Context: an optimization exercise on an open-source flow, tuned for a short achievable clock period and few clock cycles. The choices shown serve that exercise and are no tape-out recipe.
Function was checked by simulation only, so behaviour that the tests miss may differ from the original.
Power and IR drop assume default switching activity.

==> config.mk <==
export PLATFORM = sky130hd
export DESIGN_NAME = sdram_port_arb
export DESIGN_NICKNAME = sdram_port_arb
export VERILOG_FILES = /design/flow/design.v
export SDC_FILE = /design/flow/constraint.sdc
export NUM_CORES = 4
export LEC_CHECK = 0
export CAP_MARGIN = 20
export CORE_MARGIN = 2
export CORE_UTILIZATION = 55
export SETUP_SLACK_MARGIN = 2.5
export SLEW_MARGIN = 20
export SYNTH_MEMORY_MAX_BITS = 8192
==> constraint.sdc <==
create_clock -name core_clock -period 5.0 [get_ports {i_clk}]
set_input_delay 1.0000 -clock core_clock [delete_from_list [all_inputs] [get_ports {i_clk}]]
set_output_delay 1.0000 -clock core_clock [all_outputs]
set_load 0.01 [all_outputs]
==> design.v <==
`timescale 1ns/10ps
module wr_port_buf (
    input  logic         i_clk,
    input  logic         i_reset,
    input  logic         i_start,
    input  logic [7:0]   i_addr,
    input  logic [4:0]   i_len,
    input  logic         i_valid,
    input  logic [15:0]  i_data,
    output logic         o_busy,
    output logic [255:0] o_we,
    output logic [15:0]  o_wdata
);
    logic       busy;
    logic [7:0] ptr;      
    logic [4:0] left;     
    logic       take;
    logic       push;
    assign take   = !busy && i_start && (i_len != '0);
    assign push   = busy && i_valid;
    assign o_busy = busy;
    always_ff @(posedge i_clk) begin
        if (i_reset) begin
            busy <= 1'b0;
            o_we <= '0;
        end else begin
            busy <= take || (busy && !(push && left == 5'd1));
            for (int r = 0; r < 256; r++) o_we[r] <= push && (ptr == 8'(r));
        end
    end
    always_ff @(posedge i_clk) begin
        if (take) begin
            ptr  <= i_addr;
            left <= i_len;
        end else if (push) begin
            ptr  <= ptr + 1'b1;
            left <= left - 1'b1;
        end
        o_wdata <= i_data;   
    end
endmodule
`timescale 1ns/10ps
module rd_port_buf (
    input  logic                i_clk,
    input  logic                i_reset,
    input  logic                i_start,
    input  logic [7:0]          i_addr,
    input  logic [4:0]          i_len,
    input  logic                i_credit,
    input  logic [255:0][15:0]  i_mem,
    output logic                o_valid,
    output logic [15:0]         o_data,
    output logic                o_busy
);
    logic         busy;
    logic         full;       
    logic [4:0]   left;       
    logic [4:0]   bal;        
    logic [255:0] sel;        
    logic [15:0]  rword;
    logic         take;
    logic         load;
    logic         last;
    logic         bal_ok;     
    assign take    = !busy && i_start && (i_len != '0);
    assign load    = busy && (!full || o_valid);
    assign last    = o_valid && (left == 5'd1);
    assign o_busy  = busy;
    always_comb begin
        rword = '0;
        for (int r = 0; r < 256; r++) rword |= {16{sel[r]}} & i_mem[r];
    end
    always_comb begin
        case (bal)
            5'd0:    bal_ok = i_credit;
            5'd1:    bal_ok = i_credit || !o_valid;
            default: bal_ok = 1'b1;
        endcase
    end
    always_ff @(posedge i_clk) begin
        if (i_reset) begin
            busy    <= 1'b0;
            full    <= 1'b0;
            o_valid <= 1'b0;
            bal     <= '0;
        end else begin
            case ({i_credit, o_valid})
                2'b10:   if (bal != '1) bal <= bal + 1'b1;
                2'b01:   bal <= bal - 1'b1;
                default: ;
            endcase
            busy <= take || (busy && !last);
            full <= !take && (full || load);
            o_valid <= busy && !last && (full || load) && bal_ok;
        end
    end
    always_ff @(posedge i_clk) begin
        if (take) begin
            left <= i_len;
            for (int r = 0; r < 256; r++) sel[r] <= (i_addr == 8'(r));
        end else begin
            if (o_valid) left <= left - 1'b1;
            if (load) sel <= {sel[254:0], sel[255]};
        end
        o_data <= ({16{load}} & rword) | ({16{!load}} & o_data);
    end
endmodule
`timescale 1ns/10ps
module rr_arbiter (
    input  logic [255:0]       i_wr0_we,
    input  logic [15:0]        i_wr0_wdata,
    input  logic [255:0]       i_wr1_we,
    input  logic [15:0]        i_wr1_wdata,
    output logic [255:0]       o_row_we,
    output logic [255:0][15:0] o_row_wdata
);
    always_comb begin
        for (int r = 0; r < 256; r++) begin
            o_row_we[r]    = i_wr0_we[r] | i_wr1_we[r];
            o_row_wdata[r] = i_wr1_we[r] ? i_wr1_wdata : i_wr0_wdata;
        end
    end
endmodule
`timescale 1ns/10ps
module burst_engine (
    input  logic                i_clk,
    input  logic [255:0]        i_row_we,
    input  logic [255:0][15:0]  i_row_wdata,
    output logic [255:0][15:0]  o_mem
);
    for (genvar r = 0; r < 256; r++) begin : g_row
        logic [15:0] q;
        always_ff @(posedge i_clk) begin
            if (i_row_we[r]) q <= i_row_wdata[r];
        end
        assign o_mem[r] = q;
    end
endmodule
`timescale 1ns/10ps
module sdram_port_arb #(
    parameter int FIFO_DEPTH = 16
) (
    input  logic        i_clk,
    input  logic        i_reset,
    input  logic        i_wr0_start,
    input  logic [7:0]  i_wr0_addr,
    input  logic [4:0]  i_wr0_len,
    input  logic        i_wr0_valid,
    input  logic [15:0] i_wr0_data,
    output logic        o_wr0_busy,
    input  logic        i_wr1_start,
    input  logic [7:0]  i_wr1_addr,
    input  logic [4:0]  i_wr1_len,
    input  logic        i_wr1_valid,
    input  logic [15:0] i_wr1_data,
    output logic        o_wr1_busy,
    input  logic        i_rd0_start,
    input  logic [7:0]  i_rd0_addr,
    input  logic [4:0]  i_rd0_len,
    input  logic        i_rd0_credit,
    output logic        o_rd0_valid,
    output logic [15:0] o_rd0_data,
    output logic        o_rd0_busy,
    input  logic        i_rd1_start,
    input  logic [7:0]  i_rd1_addr,
    input  logic [4:0]  i_rd1_len,
    input  logic        i_rd1_credit,
    output logic        o_rd1_valid,
    output logic [15:0] o_rd1_data,
    output logic        o_rd1_busy
);
    logic [255:0]        wr0_we, wr1_we;      
    logic [15:0]         wr0_wd, wr1_wd;      
    logic [255:0]        row_we;
    logic [255:0][15:0]  row_wd;
    logic [255:0][15:0]  mem_q;
    wr_port_buf u_wr0 (
        .i_clk, .i_reset, .i_start(i_wr0_start), .i_addr(i_wr0_addr), .i_len(i_wr0_len),
        .i_valid(i_wr0_valid), .i_data(i_wr0_data), .o_busy(o_wr0_busy),
        .o_we(wr0_we), .o_wdata(wr0_wd)
    );
    wr_port_buf u_wr1 (
        .i_clk, .i_reset, .i_start(i_wr1_start), .i_addr(i_wr1_addr), .i_len(i_wr1_len),
        .i_valid(i_wr1_valid), .i_data(i_wr1_data), .o_busy(o_wr1_busy),
        .o_we(wr1_we), .o_wdata(wr1_wd)
    );
    rr_arbiter u_arb (
        .i_wr0_we(wr0_we), .i_wr0_wdata(wr0_wd),
        .i_wr1_we(wr1_we), .i_wr1_wdata(wr1_wd),
        .o_row_we(row_we), .o_row_wdata(row_wd)
    );
    burst_engine u_mem (
        .i_clk, .i_row_we(row_we), .i_row_wdata(row_wd), .o_mem(mem_q)
    );
    rd_port_buf u_rd0 (
        .i_clk, .i_reset, .i_start(i_rd0_start), .i_addr(i_rd0_addr), .i_len(i_rd0_len),
        .i_credit(i_rd0_credit), .i_mem(mem_q),
        .o_valid(o_rd0_valid), .o_data(o_rd0_data), .o_busy(o_rd0_busy)
    );
    rd_port_buf u_rd1 (
        .i_clk, .i_reset, .i_start(i_rd1_start), .i_addr(i_rd1_addr), .i_len(i_rd1_len),
        .i_credit(i_rd1_credit), .i_mem(mem_q),
        .o_valid(o_rd1_valid), .o_data(o_rd1_data), .o_busy(o_rd1_busy)
    );
endmodule
==> run.sh <==
#!/bin/bash
# synth_recipe.tcl (not shown) runs the flow's synth.tcl, then flattens the netlist and writes it again
# the make line also repeats each setting of config.mk as NAME=value (left out here)
make -C /OpenROAD-flow-scripts/flow DESIGN_CONFIG=/design/flow/config.mk WORK_HOME=/design/flow/orfs CLKGATE_MAP_FILE= SYNTH_SCRIPT=/design/flow/synth_recipe.tcl finish
==> results by group, run 1 <==
Status
  • Status: complete, but fails checks
  • SO Faults: max-slew violations

Job
  • Max-cap viol count: 0

Layout
  • Commonest cells after routing, fill and taps aside: edfxtp_1, mux2_2, a22o_1, a221oi_1, buf_4
  • Most common cell after layout, fill and taps aside: edfxtp_1
  • Nets@finish: 18900
  • Area growth syn-to-layout: 16.1%
  • Final Non-Filler Cells: 25600
  • Fin area: 302000 sq um
  • Share of post-route cells with drive strength above 1: 0.409

Global routing
  • Initial antenna violation count: 177
  • Maximum number of pins on one net before global-route repair: 136
  • Global-route wire length before repair: 1670 mm
  • Vias in the first global route: 186000
  • Total GRT Usage: 0.510
  • Total grt overflow: 0

Yosys
  • Post-synth EDFFs: 4676
  • Distinct cells, synth: 43
  • Ys async rst share: 0
  • Post-synth top area share: 0.540
  • Synthesized area per cell: 13.7 sq um
  • Cell taking the most area after synthesis: edfxtp_1
  • Syn Nets: 19100
  • Post-Syn Instances: 19000
  • Yosys reg bits: 5238
  • Cell Area, Synth: 260000 sq um
  • Synth Flop Type: edfxtp_1
  • Register area share after synthesis: 0.583
  • Main area contributors after synthesis: edfxtp_1, mux2_2, a22o_1, a221oi_1, dfxtp_1
  • Yosys warns: 4

Worst setup path
  • Startpoint class of the critical path: register
  • Crit path cell chain: buf_2
  • CP Data Arrival Time: 2.54 ns
  • Slowest-stage cell, CP: edfxtp_1
  • Crit path max fanout: 1
  • Crit path required time: 4.00 ns
  • Critical path class: register to output port
  • Bufs and invs on worst path: 1
  • Critical path capture point type: output port
  • CP max stage delay: 1.08 ns
  • Delay-heaviest family, CP: flip-flops

Timing
  • Final setup viols: 0
  • Hold Violations, Final: 0
  • Slew @ Worst Pin: 1.60 ns
  • Tcrit/Tclk final: 0.707
  • Skew final: 0.0492 ns
  • Fmax: 283 MHz
  • Final Max Tran Viols: 94
  • Slew HR: -0.0645
  • Minimum clock period: 3.54 ns
  • RSZ-0062 raised after global routing: true
  • Final worst setup slack: 1.46 ns

Pwr
  • P per Cell Area: 382 nW/um^2
  • Worst VDD drop: 0.427 mV
  • Lkg Pwr: 100 nW

Placed design
  • Dpl hpwl: 824 mm
  • Gpl congestion: 1.13
  • Setup WS pre-CTS: 0.691 ns
  • Count of input and output buffers: 131
  • Inst Count DP: 23600
  • Placed Area: 268000 sq um

Floorplanning
  • Core box area: 471000 sq um
  • Die area: 479000 sq um
  • Die Wd: 692 microns
  • Row count: 252
  • IO Pins: 132
  • Effective utilization at floorplan: 0.552
  • Die H: 692 microns

Clocking
  • Clock latency (worst-skew pair): 1.18 ns
  • CTS sink cnt: 5238
  • CTS buffer count: 585
  • CTS max path bufs: 4
  • Clock root cell: clkbuf_16
  • H-tree depth: 6
  • Post-CTS Hold Buffers: 0
  • Worst-path clk slew: 0.06 ns
  • CTS tree: done

Route
  • Pre-antenna DRT Iters: 10
  • DRC: 0
  • Vias per cell: 8.00
  • Avg WL per Cell: 49.4 microns
  • Routed WL: 1270 mm
  • Post-DRT Antenna Nets: 0
  • First DRT Iteration DRCs: 38100
  • Via count: 205000

Hold path
  • Worst hold path class: input pin to register
## synth_stat cells, drive strengths merged (5+ instances only)
cell type and number:
ha 26, nand4 553, buf 365, clkbuf 2330
xnor2 9, o21ai 13, and2 9, inv 21
edfxtp 4676, o31ai 512, nor2 580, nor4 129
dfxtp 562, mux2 4101, nor2b 33, nand3 49
a221oi 2048, or2 256, nor3 5, a21oi 37
nand2 610, xor2 20, a22o 2052
## per-layer routing
layer,wire (microns),vias to the layer above,global-route usage
met2,498000,19400,0.683
met5,1540,-,0.0168
met3,216000,4807,0.261
li1,-,77000,-
met1,427000,104000,0.617
met4,124000,104,0.393
## kinds of logic after synthesis
family          after synthesis  share of synthesized area
flops                      5238                      0.583
buf+inv                    2716                     0.0411
fa+ha+maj                    26                    0.00125
compound gates             4679                      0.154
xor+xnor                     29                   0.000976
mux                        4101                      0.177
simple gates               2238                     0.0421
## repair_timing
action                     4_1_cts  5_1_grt
setup endpoints to repair      881      598
cloned                          10        6
hold endpoints to repair         0        0
gates resized for setup       1054      233
pin swaps                      364      155
buffers inserted               698       73
## report_power, final
group / switching [mW] / internal [mW] / leakage [nW]
logic: 14.2 / 7.17 / 43.9
registers: 1.14 / 48.5 / 47.1
clock network: 18.9 / 25.5 / 9.43
total: 34.2 / 81.2 / 100
## sequential cells by signal, summed over array words and instances, names as in the netlist, 8 cells and up, named ones only
signal	count
u_mem.g_row.q	4096
u_wr1.o_we	256
u_rd1.sel	256
u_rd0.sel	256
u_wr0.ptr	8
u_wr1.o_wdata	16
u_wr0.o_we	256
u_wr1.ptr	8
u_wr0.o_wdata	16
## through the flow
stage | total power [mW] | TNS, ns | utilization | hold WS, ns
final | 115 | 0 | 0.642 | 0.275
after global routing | 116 | 0 | 0.641 | 0.302
after CTS | 113 | 0 | 0.636 | 0.257
after detailed placement | 67.1 | 0 | 0.569 | 0.478
after global placement | 67.0 | -2.00 | 0.568 | 0.464
after floorplan | 58.6 | 0 | - | 0.454
## cell type report
| class | count | area [sq um] |
|---|---|---|
| Clock inverter | 258 | 2160 |
| Antenna cell | 157 | 393 |
| Tap cell | 6223 | 7790 |
| Sequential cell | 5238 | 152000 |
| Multi-Input combinational cell | 11100 | 105000 |
| Inverter | 21 | 80.1 |
| Timing Repair Buffer | 1859 | 18000 |
| Clock buffer | 816 | 17000 |
| Fill cell | 35400 | 169000 |
## final timing paths
path                                      from                to  depth (start not counted)  slack, ns
worst max-delay path                  register     o_rd1_data[1]                          1       1.46
worst min-delay path             i_wr0_data[0]  u_wr0.o_wdata[0]                          1       0.28
worst max register to register  u_rd1.sel[117]          register                          7       1.49
worst min register to register      u_rd0.full        u_rd0.full                          1       0.50
Testbench counts, summed over its fixed seeds: cycles 10,867.
==> run 2: changes to the inputs <==
--- a/design.v
+++ b/design.v
@@ -8,6 +8,4 @@
     input  logic         i_valid,
-    input  logic [15:0]  i_data,
     output logic         o_busy,
-    output logic [255:0] o_we,
-    output logic [15:0]  o_wdata
+    output logic [255:0] o_we       
 );
@@ -19,12 +17,10 @@
     assign take   = !busy && i_start && (i_len != '0);
-    assign push   = busy && i_valid;
+    assign push   = busy && i_valid && !i_reset;
     assign o_busy = busy;
+    always_comb begin
+        for (int r = 0; r < 256; r++) o_we[r] = push && (ptr == 8'(r));
+    end
     always_ff @(posedge i_clk) begin
-        if (i_reset) begin
-            busy <= 1'b0;
-            o_we <= '0;
-        end else begin
-            busy <= take || (busy && !(push && left == 5'd1));
-            for (int r = 0; r < 256; r++) o_we[r] <= push && (ptr == 8'(r));
-        end
+        if (i_reset) busy <= 1'b0;
+        else         busy <= take || (busy && !(i_valid && left == 5'd1));
     end
@@ -38,3 +34,2 @@
         end
-        o_wdata <= i_data;   
     end
@@ -55,3 +50,2 @@
     logic         busy;
-    logic         full;       
     logic [4:0]   left;       
@@ -59,5 +53,6 @@
     logic [255:0] sel;        
+    logic [255:0] dec;        
+    logic [255:0] rsel;       
     logic [15:0]  rword;
     logic         take;
-    logic         load;
     logic         last;
@@ -65,3 +60,2 @@
     assign take    = !busy && i_start && (i_len != '0);
-    assign load    = busy && (!full || o_valid);
     assign last    = o_valid && (left == 5'd1);
@@ -69,4 +63,8 @@
     always_comb begin
+        for (int r = 0; r < 256; r++) dec[r] = (i_addr == 8'(r));
+    end
+    assign rsel = !busy ? dec : o_valid ? sel : {sel[0], sel[255:1]};
+    always_comb begin
         rword = '0;
-        for (int r = 0; r < 256; r++) rword |= {16{sel[r]}} & i_mem[r];
+        for (int r = 0; r < 256; r++) rword |= {16{rsel[r]}} & i_mem[r];
     end
@@ -82,3 +80,2 @@
             busy    <= 1'b0;
-            full    <= 1'b0;
             o_valid <= 1'b0;
@@ -91,5 +88,4 @@
             endcase
-            busy <= take || (busy && !last);
-            full <= !take && (full || load);
-            o_valid <= busy && !last && (full || load) && bal_ok;
+            busy    <= take || (busy && !last);
+            o_valid <= (take || (busy && !last)) && bal_ok;
         end
@@ -97,10 +93,6 @@
     always_ff @(posedge i_clk) begin
-        if (take) begin
-            left <= i_len;
-            for (int r = 0; r < 256; r++) sel[r] <= (i_addr == 8'(r));
-        end else begin
-            if (o_valid) left <= left - 1'b1;
-            if (load) sel <= {sel[254:0], sel[255]};
-        end
-        o_data <= ({16{load}} & rword) | ({16{!load}} & o_data);
+        if (take) left <= i_len;
+        else if (o_valid) left <= left - 1'b1;
+        sel    <= {rsel[254:0], rsel[255]};
+        o_data <= rword;
     end
@@ -172,3 +164,2 @@
     logic [255:0]        wr0_we, wr1_we;      
-    logic [15:0]         wr0_wd, wr1_wd;      
     logic [255:0]        row_we;
@@ -178,4 +169,3 @@
         .i_clk, .i_reset, .i_start(i_wr0_start), .i_addr(i_wr0_addr), .i_len(i_wr0_len),
-        .i_valid(i_wr0_valid), .i_data(i_wr0_data), .o_busy(o_wr0_busy),
-        .o_we(wr0_we), .o_wdata(wr0_wd)
+        .i_valid(i_wr0_valid), .o_busy(o_wr0_busy), .o_we(wr0_we)
     );
@@ -183,8 +173,7 @@
         .i_clk, .i_reset, .i_start(i_wr1_start), .i_addr(i_wr1_addr), .i_len(i_wr1_len),
-        .i_valid(i_wr1_valid), .i_data(i_wr1_data), .o_busy(o_wr1_busy),
-        .o_we(wr1_we), .o_wdata(wr1_wd)
+        .i_valid(i_wr1_valid), .o_busy(o_wr1_busy), .o_we(wr1_we)
     );
     rr_arbiter u_arb (
-        .i_wr0_we(wr0_we), .i_wr0_wdata(wr0_wd),
-        .i_wr1_we(wr1_we), .i_wr1_wdata(wr1_wd),
+        .i_wr0_we(wr0_we), .i_wr0_wdata(i_wr0_data),
+        .i_wr1_we(wr1_we), .i_wr1_wdata(i_wr1_data),
         .o_row_we(row_we), .o_row_wdata(row_wd)
--- a/config.mk
+++ b/config.mk
@@ -9,3 +9,4 @@
 export CORE_MARGIN = 2
-export CORE_UTILIZATION = 55
+export CORE_UTILIZATION = 45
+export PLACE_DENSITY = 0.5
 export SETUP_SLACK_MARGIN = 2.5
==> results by group, run 2 <==
Status
  • Status: did not finish (was complete, but fails checks)
  • Fail Step: global routing
  • Error: [ERROR GRT-0116] Global routing finished with congestion. Check the congestion regions in the DRC Viewer.

Placed design
  • Setup WS pre-CTS: -1.24 ns (was 0.691 ns)
  • Dpl hpwl: 2390 mm (was 824 mm)
  • Count of input and output buffers: 131 (unchanged)
  • Gpl congestion: 1.67 (was 1.13)
  • Placed Area: 325000 sq um (was 268000 sq um)

Yosys
  • Synthesized area per cell: 12.2 sq um (was 13.7 sq um)
  • Synth Flop Type: edfxtp_1 (unchanged)
  • Main area contributors after synthesis: edfxtp_1, mux2_2, a22oi_1, dfxtp_1, a22o_1 (was edfxtp_1, mux2_2, a22o_1, a221oi_1, dfxtp_1)
  • Post-Syn Instances: 21600 (was 19000)
  • Cell Area, Synth: 264000 sq um (was 260000 sq um)
  • Ys async rst share: 0 (unchanged)
  • Register area share after synthesis: 0.513 (was 0.583)
  • Most frequent cell after synthesis: mux2_2 (was edfxtp_1)
  • Syn Nets: 21700 (was 19100)
  • Post-synth EDFFs: 4132 (was 4676)
  • Yosys reg bits: 4692 (was 5238)
  • Yosys warns: 4 (unchanged)
  • Post-synth top area share: 0.470 (was 0.540)
  • Synth top cells by count: mux2_2, edfxtp_1, a22oi_1 (was edfxtp_1, mux2_2, clkbuf_1)
  • Cell taking the most area after synthesis: edfxtp_1 (unchanged)
  • Distinct cells, synth: 82 (was 43)

Floorplanning
  • Die Wd: 770 microns (was 692 microns)
  • IO Pins: 132 (unchanged)
  • Die H: 770 microns (was 692 microns)
  • Row count: 281 (was 252)
  • Effective utilization at floorplan: 0.451 (was 0.552)

Global routing
  • Total GRT Usage: 1.07
  • Global-route wire length before repair: 4180 mm
  • Total grt overflow: 48900
  • Maximum number of pins on one net before global-route repair: 110
  • Vias in the first global route: 340000

Clocking
  • CTS sink cnt: 4692 (was 5238)
  • Clock root cell: clkbuf_16 (unchanged)
  • Post-CTS Hold Buffers: 0 (unchanged)
  • H-tree depth: 6 (unchanged)
  • CTS max path bufs: 4 (unchanged)
  • CTS buffer count: 553 (was 585)
## run 2: cell families after synthesis
kind of cell | synth area share
muxes | 0.195
buffers and inverters | 0.0364
DFF | 0.513
adders and majority gates | 0.00123
AOI/OAI and AO/OA | 0.187
and+or+nand+nor | 0.0671
xor gates and xnor gates | 0.000996
## run 2: how the worst min path moves through the flow
stage | slack [ns] | start | to
floorplan | 0.52 | u_rd0.bal[3] | u_rd0.bal[3]
global placement | 0.51 | u_wr0.busy | u_wr0.busy
detailed placement | 0.51 | u_wr0.busy | u_wr0.busy
CTS | 0.43 | i_wr1_data[4] | u_mem.g_row[117].q[4]
## run 2: per-layer routing
layer  overflow  GRT usage
met1      10600       1.04
met2      22300       1.16
met3       7687       1.02
met4       7345       1.05
met5        957      0.974
## run 2: power by group through the flow
| stage | Combinational, mW | Clock [mW] | Sequential, mW |
|---|---|---|---|
| floorplan | 7.71 | 0 | 43.8 |
| global placement | 17.4 | 0 | 44.3 |
| detailed placement | 17.6 | 0 | 44.3 |
| CTS | 18.3 | 42.1 | 43.4 |
## run 2: repair_timing
item,4_1_cts
cloned,15
setup buffers,151
resized for setup,519
pin swaps,122
hold endpoints to repair,0
setup endpoints to repair,8448
## run 2: per-stage QoR
stage,utilization,instances
after floorplan,-,21600
after global placement,0.553,30600
after detailed placement,0.555,30600
after CTS,0.594,31800
Testbench counts of run 2, summed over its fixed seeds: cycles 10,366.
==> run 3: changes to the inputs <==
--- a/design.v
+++ b/design.v
@@ -11,16 +11,33 @@
 );
-    logic       busy;
-    logic [7:0] ptr;      
-    logic [4:0] left;     
-    logic       take;
-    logic       push;
+    logic        busy;
+    logic        busy_out;   
+    logic [15:0] lo_p;       
+    logic [15:0] hi_p;       
+    logic [4:0]  left;       
+    logic [15:0] lo_in;
+    logic [15:0] hi_in;
+    logic [15:0] we_hi;
+    logic        take;
+    logic        push;
+    logic        done;
     assign take   = !busy && i_start && (i_len != '0);
     assign push   = busy && i_valid && !i_reset;
-    assign o_busy = busy;
-    always_comb begin
-        for (int r = 0; r < 256; r++) o_we[r] = push && (ptr == 8'(r));
-    end
-    always_ff @(posedge i_clk) begin
-        if (i_reset) busy <= 1'b0;
-        else         busy <= take || (busy && !(i_valid && left == 5'd1));
+    assign done   = i_valid && (left == 5'd1);
+    assign o_busy = busy_out;
+    always_comb begin
+        for (int i = 0; i < 16; i++) begin
+            lo_in[i] = (i_addr[3:0] == 4'(i));
+            hi_in[i] = (i_addr[7:4] == 4'(i));
+            we_hi[i] = push && hi_p[i];
+        end
+        for (int r = 0; r < 256; r++) o_we[r] = we_hi[r / 16] && lo_p[r % 16];
+    end
+    always_ff @(posedge i_clk) begin
+        if (i_reset) begin
+            busy     <= 1'b0;
+            busy_out <= 1'b0;
+        end else begin
+            busy     <= take || (busy && !done);
+            busy_out <= take || (busy_out && !done);
+        end
     end
@@ -28,6 +45,8 @@
         if (take) begin
-            ptr  <= i_addr;
+            lo_p <= lo_in;
+            hi_p <= hi_in;
             left <= i_len;
         end else if (push) begin
-            ptr  <= ptr + 1'b1;
+            lo_p <= {lo_p[14:0], lo_p[15]};
+            if (lo_p[15]) hi_p <= {hi_p[14:0], hi_p[15]};
             left <= left - 1'b1;
@@ -49,22 +68,64 @@
 );
-    logic         busy;
-    logic [4:0]   left;       
-    logic [4:0]   bal;        
-    logic [255:0] sel;        
-    logic [255:0] dec;        
-    logic [255:0] rsel;       
-    logic [15:0]  rword;
-    logic         take;
-    logic         last;
-    logic         bal_ok;     
+    logic              busy;
+    logic              busy_out;   
+    logic              valid_out;
+    logic              valid_int;  
+    logic              bz0;
+    logic              full;       
+    logic [4:0]        left;       
+    logic [4:0]        bal;        
+    logic              grp_lo15;   
+    logic [15:0][15:0] grp;        
+    logic [15:0]       grp_hi;     
+    logic [15:0]       shadow;     
+    logic [15:0]       lo_in;
+    logic [15:0]       hi_in;
+    logic [15:0]       lo_sel;     
+    logic [15:0]       hi_sel;
+    logic [15:0][15:0] pick;
+    logic [15:0]       word;
+    logic              take;
+    logic              adv;
+    logic              last;
+    logic              bal_ok;     
+    logic              full_nx;
+    logic              valid_nx;
     assign take    = !busy && i_start && (i_len != '0);
-    assign last    = o_valid && (left == 5'd1);
-    assign o_busy  = busy;
-    always_comb begin
-        for (int r = 0; r < 256; r++) dec[r] = (i_addr == 8'(r));
-    end
-    assign rsel = !busy ? dec : o_valid ? sel : {sel[0], sel[255:1]};
-    always_comb begin
-        rword = '0;
-        for (int r = 0; r < 256; r++) rword |= {16{rsel[r]}} & i_mem[r];
+    assign adv     = busy && (!full || valid_int);
+    assign last    = valid_int && (left == 5'd1);
+    assign o_busy  = busy_out;
+    assign o_valid = valid_out;
+    always_comb begin
+        for (int i = 0; i < 16; i++) begin
+            lo_in[i] = (i_addr[3:0] == 4'(i));
+            hi_in[i] = (i_addr[7:4] == 4'(i));
+        end
+    end
+    assign hi_sel = !busy ? hi_in : (adv && grp_lo15) ? {grp_hi[14:0], grp_hi[15]} : grp_hi;
+    for (genvar h = 0; h < 16; h++) begin : g_grp
+        logic        bz;           
+        logic [15:0] lc;           
+        logic [15:0] ls;
+        logic        ad;
+        assign ad = !full || valid_int;
+        assign ls = !bz ? lo_in : ad ? {lc[14:0], lc[15]} : lc;
+        always_comb begin
+            pick[h] = '0;
+            for (int l = 0; l < 16; l++) pick[h] |= {16{ls[l]}} & i_mem[h * 16 + l];
+        end
+        always_ff @(posedge i_clk) begin
+            if (i_reset) bz <= 1'b0;
+            else         bz <= take || (bz && !last);
+            lc     <= ls;
+            grp[h] <= pick[h];
+        end
+        if (h == 0) begin : g_ls
+            assign grp_lo15 = lc[15];
+            assign lo_sel = ls;
+            assign bz0    = bz;
+        end
+    end
+    always_comb begin
+        word = '0;
+        for (int h = 0; h < 16; h++) word |= {16{grp_hi[h]}} & grp[h];
     end
@@ -73,3 +134,3 @@
             5'd0:    bal_ok = i_credit;
-            5'd1:    bal_ok = i_credit || !o_valid;
+            5'd1:    bal_ok = i_credit || !valid_int;
             default: bal_ok = 1'b1;
@@ -77,9 +138,14 @@
     end
+    assign full_nx  = busy && !last && (full || adv);
+    assign valid_nx = !i_reset && full_nx && bal_ok;
     always_ff @(posedge i_clk) begin
         if (i_reset) begin
-            busy    <= 1'b0;
-            o_valid <= 1'b0;
-            bal     <= '0;
+            busy      <= 1'b0;
+            busy_out  <= 1'b0;
+            full      <= 1'b0;
+            valid_int <= 1'b0;
+            valid_out <= 1'b0;
+            bal       <= '0;
         end else begin
-            case ({i_credit, o_valid})
+            case ({i_credit, valid_int})
                 2'b10:   if (bal != '1) bal <= bal + 1'b1;
@@ -88,4 +154,7 @@
             endcase
-            busy    <= take || (busy && !last);
-            o_valid <= (take || (busy && !last)) && bal_ok;
+            busy      <= take || (busy && !last);
+            busy_out  <= take || (busy_out && !last);
+            full      <= full_nx;
+            valid_int <= valid_nx;
+            valid_out <= bz0 && !last && bal_ok;
         end
@@ -94,5 +163,6 @@
         if (take) left <= i_len;
-        else if (o_valid) left <= left - 1'b1;
-        sel    <= {rsel[254:0], rsel[255]};
-        o_data <= rword;
+        else if (valid_int) left <= left - 1'b1;
+        grp_hi <= hi_sel;
+        if (adv) shadow <= word;
+        o_data <= valid_nx ? (adv ? word : shadow) : '0;
     end
--- a/config.mk
+++ b/config.mk
@@ -7,8 +7,8 @@
 export LEC_CHECK = 0
-export CAP_MARGIN = 20
+export CAP_MARGIN = 40
 export CORE_MARGIN = 2
-export CORE_UTILIZATION = 45
+export CORE_UTILIZATION = 40
 export PLACE_DENSITY = 0.5
-export SETUP_SLACK_MARGIN = 2.5
-export SLEW_MARGIN = 20
+export SETUP_SLACK_MARGIN = 2.3
+export SLEW_MARGIN = 50
 export SYNTH_MEMORY_MAX_BITS = 8192
==> results by group, run 3 <==
Yosys
  • Cell taking the most area after synthesis: edfxtp_1 (unchanged)
  • Post-synth EDFFs: 4212 (was 4132)
  • Post-synthesis compound-gate area fraction: 0.166 (was 0.187)
  • Synthesized area per cell: 13.1 sq um (was 12.2 sq um)
  • Synth top cells by count: edfxtp_1, mux2_2, a22oi_1 (was mux2_2, edfxtp_1, a22oi_1)
  • Simple-gate share of the synthesized area: 0.0695 (was 0.0671)
  • Main area contributors after synthesis: edfxtp_1, mux2_2, dfxtp_1, a22oi_1, a22o_1 (was edfxtp_1, mux2_2, a22oi_1, dfxtp_1, a22o_1)
  • Cell Area, Synth: 271000 sq um (was 264000 sq um)
  • Post-synth top area share: 0.468 (was 0.470)
  • Distinct cells, synth: 71 (was 82)
  • Register area share after synthesis: 0.552 (was 0.513)
  • Yosys warns: 4 (unchanged)
  • Synth Flop Type: edfxtp_1 (unchanged)
  • Yosys reg bits: 5356 (was 4692)
  • Largest family of logic cells by synthesized area: multiplexers (unchanged)
  • Synth Area in XOR/XNOR: 0.000550 (was 0.000996)
  • Mux cell area share after synthesis: 0.171 (was 0.195)
  • Syn Nets: 20800 (was 21700)
  • Post-Syn Instances: 20700 (was 21600)
  • Synthesized-area fraction occupied by adder cells: 0.000832 (was 0.00123)
  • Most frequent cell after synthesis: edfxtp_1 (was mux2_2)
  • Ys async rst share: 0 (unchanged)

Pwr
  • Clock network power share: 0.387
  • Total power: 126 mW
  • Switching Fraction: 0.314
  • Comb pwr share: 0.170
  • Flop pwr share: 0.443
  • Worst VDD drop: 0.450 mV
  • Lkg Pwr: 121 nW
  • P_int: 86.7 mW
  • Psw: 39.7 mW
  • P per Cell Area: 364 nW/um^2

Clocking
  • CTS max path bufs: 4 (unchanged)
  • CTS sink cnt: 5356 (was 4692)
  • Worst-path clk slew: 0.06 ns
  • Clock root cell: clkbuf_16 (unchanged)
  • H-tree depth: 6 (unchanged)
  • CTS buffer count: 639 (was 553)
  • Clock latency (worst-skew pair): 1.18 ns
  • CTS tree: done

Layout
  • Final Non-Filler Cells: 31900
  • Area of the multi-input gates: 127000 sq um
  • Number of flip-flops under the largest register name: 4096
  • Area growth syn-to-layout: 28.4%
  • Post-layout util: 0.514
  • Commonest cells after routing, fill and taps aside: edfxtp_1, mux2_2, nand2_1, buf_4, a22oi_1
  • Fill cells: 57900
  • Most common cell after layout, fill and taps aside: edfxtp_1
  • Register area: 150000 sq um
  • Share of post-route cells with drive strength above 1: 0.475
  • Largest Register: u_mem.g_row.q
  • Nets@finish: 22200

Route
  • Pre-antenna DRT Iters: 6
  • Via count: 227000
  • Vias per cell: 7.13
  • Post-DRT Antenna Nets: 0
  • Avg WL per Cell: 49.3 microns
  • First DRT Iteration DRCs: 36100
  • DRC: 0
  • Routed WL: 1570 mm

Hold path
  • Worst hold path class: input pin to register
  • Hold path depth: 2

Worst setup path
  • Crit path required time: 5.80 ns
  • Critical path class: register to register
  • Crit path max fanout: 8
  • Startpoint class of the critical path: register
  • Critical path capture point type: register
  • CP Data Arrival Time: 4.02 ns
  • R2R depth: 11

Placed design
  • Dpl hpwl: 1050 mm (was 2390 mm)
  • Gpl congestion: 1.05 (was 1.67)
  • Count of input and output buffers: 131 (unchanged)
  • Inst Count DP: 29000 (was 30600)

Timing
  • Setup TNS: 0 ns
  • Hold_ws: 0.254 ns
  • Minimum clock period: 3.22 ns
  • Skew final: 0.0471 ns
  • Tcrit/Tclk final: 0.643
  • Slew @ Worst Pin: 0.966 ns
  • Final setup viols: 0
  • Slew HR: 0.356
  • Hold Violations, Final: 0
  • RSZ-0062 raised after global routing: true
  • Final Max Tran Viols: 0
  • Fmax: 311 MHz

Global routing
  • Initial antenna violation count: 253
  • Global-route wire length before repair: 2000 mm
  • Vias in the first global route: 206000
  • Maximum number of pins on one net before global-route repair: 99
  • Total GRT Usage: 0.432
  • Total grt overflow: 0

Floorplanning
  • Die area: 683000 sq um
  • Die H: 826 microns (was 770 microns)
  • IO Pins: 132 (unchanged)
  • Effective utilization at floorplan: 0.401 (was 0.451)
  • Row count: 302 (was 281)
  • Die Wd: 826 microns (was 770 microns)
  • Core box area: 675000 sq um

Job
  • Max-cap viol count: 0

Status
  • Status: no timing/DRC/antenna violations (was did not finish)
run 3: cell types whose count changed after synthesis, sizes merged, moves of 351 or more:
| cell | delta |
|---|---|
| a21oi | -646 |
| nand4 | -351 |
| nand2 | +1469 |
| clkbuf | -558 |
| a22oi | -498 |
| buf | +403 |
| nor2 | -389 |
| dfxtp | +584 |
| mux2i | -428 |
| o221ai | +504 |
run 3: kinds of logic after synthesis:
group | Yosys count
muxes | 4111
AOI/OAI and AO/OA | 5061
DFF | 5356
and+or+nand+nor | 3642
buffers and inverters | 2524
adders and majority gates | 18
xor gates and xnor gates | 17
run 3: what timing repair did:
item,CTS,global route
endpoints found under the setup margin,7599,951
hold buffers,0,0
gates resized for setup,2058,1288
cloned,138,82
buffers inserted,745,435
hold endpoints to repair,0,0
pin swaps,651,797
run 3: layout make-up:
class	count	area share
sequential	5356	0.431
multi-input combinational	12900	0.367
timing repair buffer	2976	0.104
clock buffer	912	0.0521
tap	8968	0.0323
clock inverter	279	0.00925
inverter	226	0.00246
antenna	262	0.00189
run 3: power by group through the flow:
stage | clock network, mW | logic (mW) | registers (mW)
detailed placement | 0 | 16.4 | 56.2
floorplan | 0 | 8.53 | 51.8
finish | 48.9 | 21.5 | 55.9
global placement | 0 | 15.8 | 56.3
CTS | 49.0 | 18.9 | 55.3
global route | 50.6 | 21.3 | 55.5
run 3: worst paths after layout:
kind / from / to / slack, ns
hold / removal: i_wr0_data[9] / u_mem.g_row[107].q[9] / 0.25
setup reg to reg: u_rd0.valid_int / u_rd0.grp[116] / 1.78
hold reg to reg: u_rd0.busy_out / u_rd0.busy_out / 0.45
setup / recovery: u_rd0.valid_int / u_rd0.grp[116] / 1.78
run 3: metal layers:
metal / vias up / routed length [microns] / track usage
met5: - / 962 / 0
met2: 18300 / 655000 / 0.626
met1: 117000 / 578000 / 0.540
li1: 87000 / - / -
met3: 4588 / 197000 / 0.147
met4: 88 / 141000 / 0.306
run 3: metrics by stage:
step | instance area (sq um) | worst slack [ns]
2_1_floorplan | 274000 | 2.18
3_3_place_gp | 288000 | 0.363
3_5_place_dp | 292000 | 0.508
4_1_cts | 334000 | 1.93
5_1_grt | 347000 | 1.86
6_report | 347000 | 1.78
run 3: worst max-delay path, cell delays in order (launching register included):
cell and delay (ns):
dfxtp_4 0.37, buf_8 0.13, and2b_4 0.28, buf_12 0.17, buf_16 0.23, buf_12 0.14
buf_12 0.15, buf_12 0.14, o221ai_4 0.25, a22oi_2 0.25, and4_1 0.22, nand4_1 0.48
Testbench counts of run 3, summed over its fixed seeds: cycles 10,867.
==> run 4: changes to the inputs <==
--- a/config.mk
+++ b/config.mk
@@ -11,3 +11,3 @@
 export PLACE_DENSITY = 0.5
-export SETUP_SLACK_MARGIN = 2.3
+export SETUP_SLACK_MARGIN = 2.5
 export SLEW_MARGIN = 50
==> results by group, run 4 <==
Layout
  • Share of post-route cells with drive strength above 1: 0.498 (was 0.475)
  • Final Non-Filler Cells: 32000 (was 31900)
  • Nets@finish: 22300 (was 22200)
  • Largest Register: u_mem.g_row.q (unchanged)
  • Commonest cells after routing, fill and taps aside: edfxtp_1, mux2_2, nand2_1, buf_4, a22oi_1 (unchanged)
  • Area growth syn-to-layout: 31.5% (was 28.4%)
  • Number of flip-flops under the largest register name: 4096 (unchanged)
  • Most common cell after layout, fill and taps aside: edfxtp_1 (unchanged)

Placed design
  • Count of input and output buffers: 131 (unchanged)
  • Dpl hpwl: 1050 mm (about the same)
  • Inst Count DP: 28800 (was 29000)
  • Gpl congestion: 1.04 (was 1.05)

Worst setup path
  • Crit path cell chain: nor2b_4 > buf_12 > buf_12 > buf_6 > buf_6 > o221ai_4 > buf_6 > a22o_1 > a221oi_2 > nand4_1 (was buf_8 > and2b_4 > buf_12 > buf_16 > buf_12 > buf_12 > buf_12 > o221ai_4 > a22oi_2 > and4_1 > nand4_1)
  • Slowest-stage cell, CP: nand4_1 (unchanged)
  • Startpoint class of the critical path: register (unchanged)
  • Most frequent CP cell: buf_6 (was buf_12)
  • CP Data Arrival Time: 3.94 ns (was 4.02 ns)
  • Critical path capture point type: register (unchanged)
  • Critical path class: register to register (unchanged)
  • Reg2reg start: u_rd1.full (was u_rd0.valid_int)
  • Bufs and invs on worst path: 5 (was 6)
  • Delay-heaviest family, CP: simple AND/OR/NAND/NOR gates (unchanged)
  • Worst Setup SP: u_rd1.full (was u_rd0.valid_int)
  • CP max stage delay: 0.54 ns (was 0.48 ns)
  • Crit path max fanout: 5 (was 8)
  • Crit path required time: 5.83 ns (was 5.80 ns)

Global routing
  • Global-route wire length before repair: 2040 mm (was 2000 mm)
  • Total GRT Usage: 0.443 (was 0.432)
  • Maximum number of pins on one net before global-route repair: 94 (was 99)
  • Initial antenna violation count: 264 (was 253)
  • Vias in the first global route: 208000 (was 206000)
  • Total grt overflow: 0 (unchanged)

Floorplanning
  • Die H: 826 microns (unchanged)
  • Die Wd: 826 microns (unchanged)
  • Row count: 302 (unchanged)
  • IO Pins: 132 (unchanged)
  • Effective utilization at floorplan: 0.401 (unchanged)
  • Die area: 683000 sq um (unchanged)
  • Core box area: 675000 sq um (unchanged)

Pwr
  • Lkg Pwr: 123 nW (was 121 nW)
  • P per Cell Area: 357 nW/um^2 (was 364 nW/um^2)
  • Worst VDD drop: 0.399 mV (was 0.450 mV)
  • Total power: 127 mW (was 126 mW)

Yosys
  • Cell taking the most area after synthesis: edfxtp_1 (unchanged)
  • Main area contributors after synthesis: edfxtp_1, mux2_2, dfxtp_1, a22oi_1, a22o_1 (unchanged)
  • Synthesized area per cell: 13.1 sq um (unchanged)
  • Register area share after synthesis: 0.552 (unchanged)
  • Post-synth top area share: 0.468 (unchanged)
  • Most frequent cell after synthesis: edfxtp_1 (unchanged)
  • Ys async rst share: 0 (unchanged)
  • Post-synth EDFFs: 4212 (unchanged)
  • Synth Flop Type: edfxtp_1 (unchanged)
  • Yosys warns: 4 (unchanged)
  • Yosys reg bits: 5356 (unchanged)
  • Cell Area, Synth: 271000 sq um (unchanged)
  • Synth top cells by count: edfxtp_1, mux2_2, a22oi_1 (unchanged)
  • Distinct cells, synth: 71 (unchanged)
  • Post-Syn Instances: 20700 (unchanged)
  • Syn Nets: 20800 (unchanged)

Route
  • Via count: 230000 (was 227000)
  • DRC: 0 (unchanged)
  • Vias per cell: 7.20 (was 7.13)
  • Avg WL per Cell: 50.3 microns (was 49.3 microns)
  • Pre-antenna DRT Iters: 9 (was 6)
  • Post-DRT Antenna Nets: 0 (unchanged)
  • First DRT Iteration DRCs: 38600 (was 36100)
  • Routed WL: 1610 mm (was 1570 mm)

Timing
  • RSZ-0062 raised after global routing: true (unchanged)
  • Final setup viols: 0 (unchanged)
  • Hold Violations, Final: 0 (unchanged)
  • Slew @ Worst Pin: 1.12 ns (was 0.966 ns)
  • Minimum clock period: 3.12 ns (was 3.22 ns)
  • Hold_ws: 0.306 ns (was 0.254 ns)
  • Final Max Tran Viols: 0 (unchanged)
  • Setup TNS: 0 ns (unchanged)
  • Tcrit/Tclk final: 0.623 (was 0.643)
  • Fmax: 321 MHz (was 311 MHz)
  • Slew HR: 0.254 (was 0.356)
  • Skew final: 0.0548 ns (was 0.0471 ns)

Clocking
  • CTS buffer count: 637 (was 639)
  • CTS sink cnt: 5356 (unchanged)
  • Worst-path clk slew: 0.06 ns (about the same)
  • CTS tree: done (unchanged)
  • Clock root cell: clkbuf_16 (unchanged)
  • H-tree depth: 6 (unchanged)
  • CTS max path bufs: 4 (unchanged)
  • Clock latency (worst-skew pair): 1.17 ns (was 1.18 ns)

Hold path
  • Worst hold path class: input pin to register (unchanged)
  • Worst hold path startpoint: i_wr1_data[8] (was i_wr0_data[9])

Status
  • Status: no timing/DRC/antenna violations (unchanged)

Job
  • Max-cap viol count: 0 (unchanged)
==> run 4: layout make-up <==
class | instances | area, sq um
Fill cell | 56900 | 320000
Sequential cell | 5356 | 150000
Multi-Input combinational cell | 13000 | 135000
Timing Repair Buffer | 3034 | 37300
Clock buffer | 912 | 18200
Tap cell | 8968 | 11200
Clock inverter | 274 | 3000
Inverter | 226 | 852
Antenna cell | 218 | 546
==> run 4: path summary, 6_finish.rpt <==
check / to / slack, ns / cells past startpoint
hold / removal: u_mem.g_row[120].q[8] / 0.31 / 2
setup / recovery: u_rd1.grp[9] / 1.88 / 10
hold reg to reg: u_rd0.busy_out / 0.47 / 1
setup reg to reg: u_rd1.grp[9] / 1.88 / 10
==> run 4: report_power, final <==
part	switching (mW)	internal, mW	total [mW]
clock	20.8	27.9	48.7
sequential	5.69	50.4	56.1
combinational	13.7	8.26	22.0
==> run 4: repair_timing <==
item | 4_1_cts | 5_1_grt
gates resized for setup | 2552 | 1241
endpoints found under the setup margin | 7130 | 4093
pin swaps | 818 | 794
hold buffers | 0 | 0
buffers inserted | 1069 | 382
cloned | 150 | 113
==> run 4: per-stage QoR <==
stage / setup slack [ns] / cell area [sq um] / utilization
after detailed placement: 0.328 / 296000 / 0.439
after CTS: 2.02 / 343000 / 0.508
after global placement: -0.111 / 292000 / 0.432
after floorplan: 2.18 / 282000 / -
final: 1.88 / 356000 / 0.527
after global routing: 1.97 / 355000 / 0.526
==> run 4: routing by layer <==
layer  vias up  global-route usage  routed length (microns)
met1    119000               0.562                   595000
met5         -                   0                      673
met3      4589               0.159                   210000
met2     19000               0.625                   659000
met4        82               0.313                   141000
li1      87400                   -                        -
==> run 4: cell families (layout without fill, tap and decap cells) <==
group                      after synthesis  count (layout)  share of synthesized area
AOI/OAI and AO/OA                     5061            5104                      0.166
adders and majority gates               18              18                   0.000832
DFF                                   5356            5356                      0.552
xor gates and xnor gates                17              17                   0.000550
and+or+nand+nor                       3642            3719                     0.0695
buffers and inverters                 2524            4446                     0.0399
other                                    0             218                          0
muxes                                 4111            4111                      0.171
==> run 4: worst register-to-register path: stages (launching register included) <==
cell,delay (ns)
dfxtp_4,0.52
nor2b_4,0.28
buf_12,0.20
buf_12,0.14
buf_6,0.09
buf_6,0.08
o221ai_4,0.17
buf_6,0.20
a22o_1,0.27
a221oi_2,0.30
nand4_1,0.54

==> what the ideal ports hide <==
The flow's constraints put no driver on any port. The routed layouts listed below were extracted and timed again, unchanged, in two steps. Step 1, drivers: a clkbuf_16 drives i_clk and a buf_2 each remaining input, both assumed. Step 2 adds t to the input delays and takes it off the output delays; t is the mean of the earliest and latest rising clock arrival at the registers after step 1. Input paths then give back, and output paths get back, about the clock's delay inside the block. a / b / c = ideal ports / drivers / drivers and shift; a / b = the first two.
| run | t (ns) | slack for setup (ns) | latest minus earliest clock arrival (ns) | worst register clock-pin slew, ns |
|---|---|---|---|---|
| run 1 | 1.279 | 1.464 / 1.342 / 0.988 | 0.053 / 0.054 | 0.07 / 0.07 |
| run 3 | 1.305 | 1.784 / 1.784 / 0.607 | 0.051 / 0.051 | 0.07 / 0.07 |
| run 4 | 1.290 | 1.883 / 1.883 / 0.824 | 0.061 / 0.061 | 0.07 / 0.07 |
The setup slack of run 3, which loses most, moves by 0.000 ns with the drivers and by -1.177 ns with both steps.
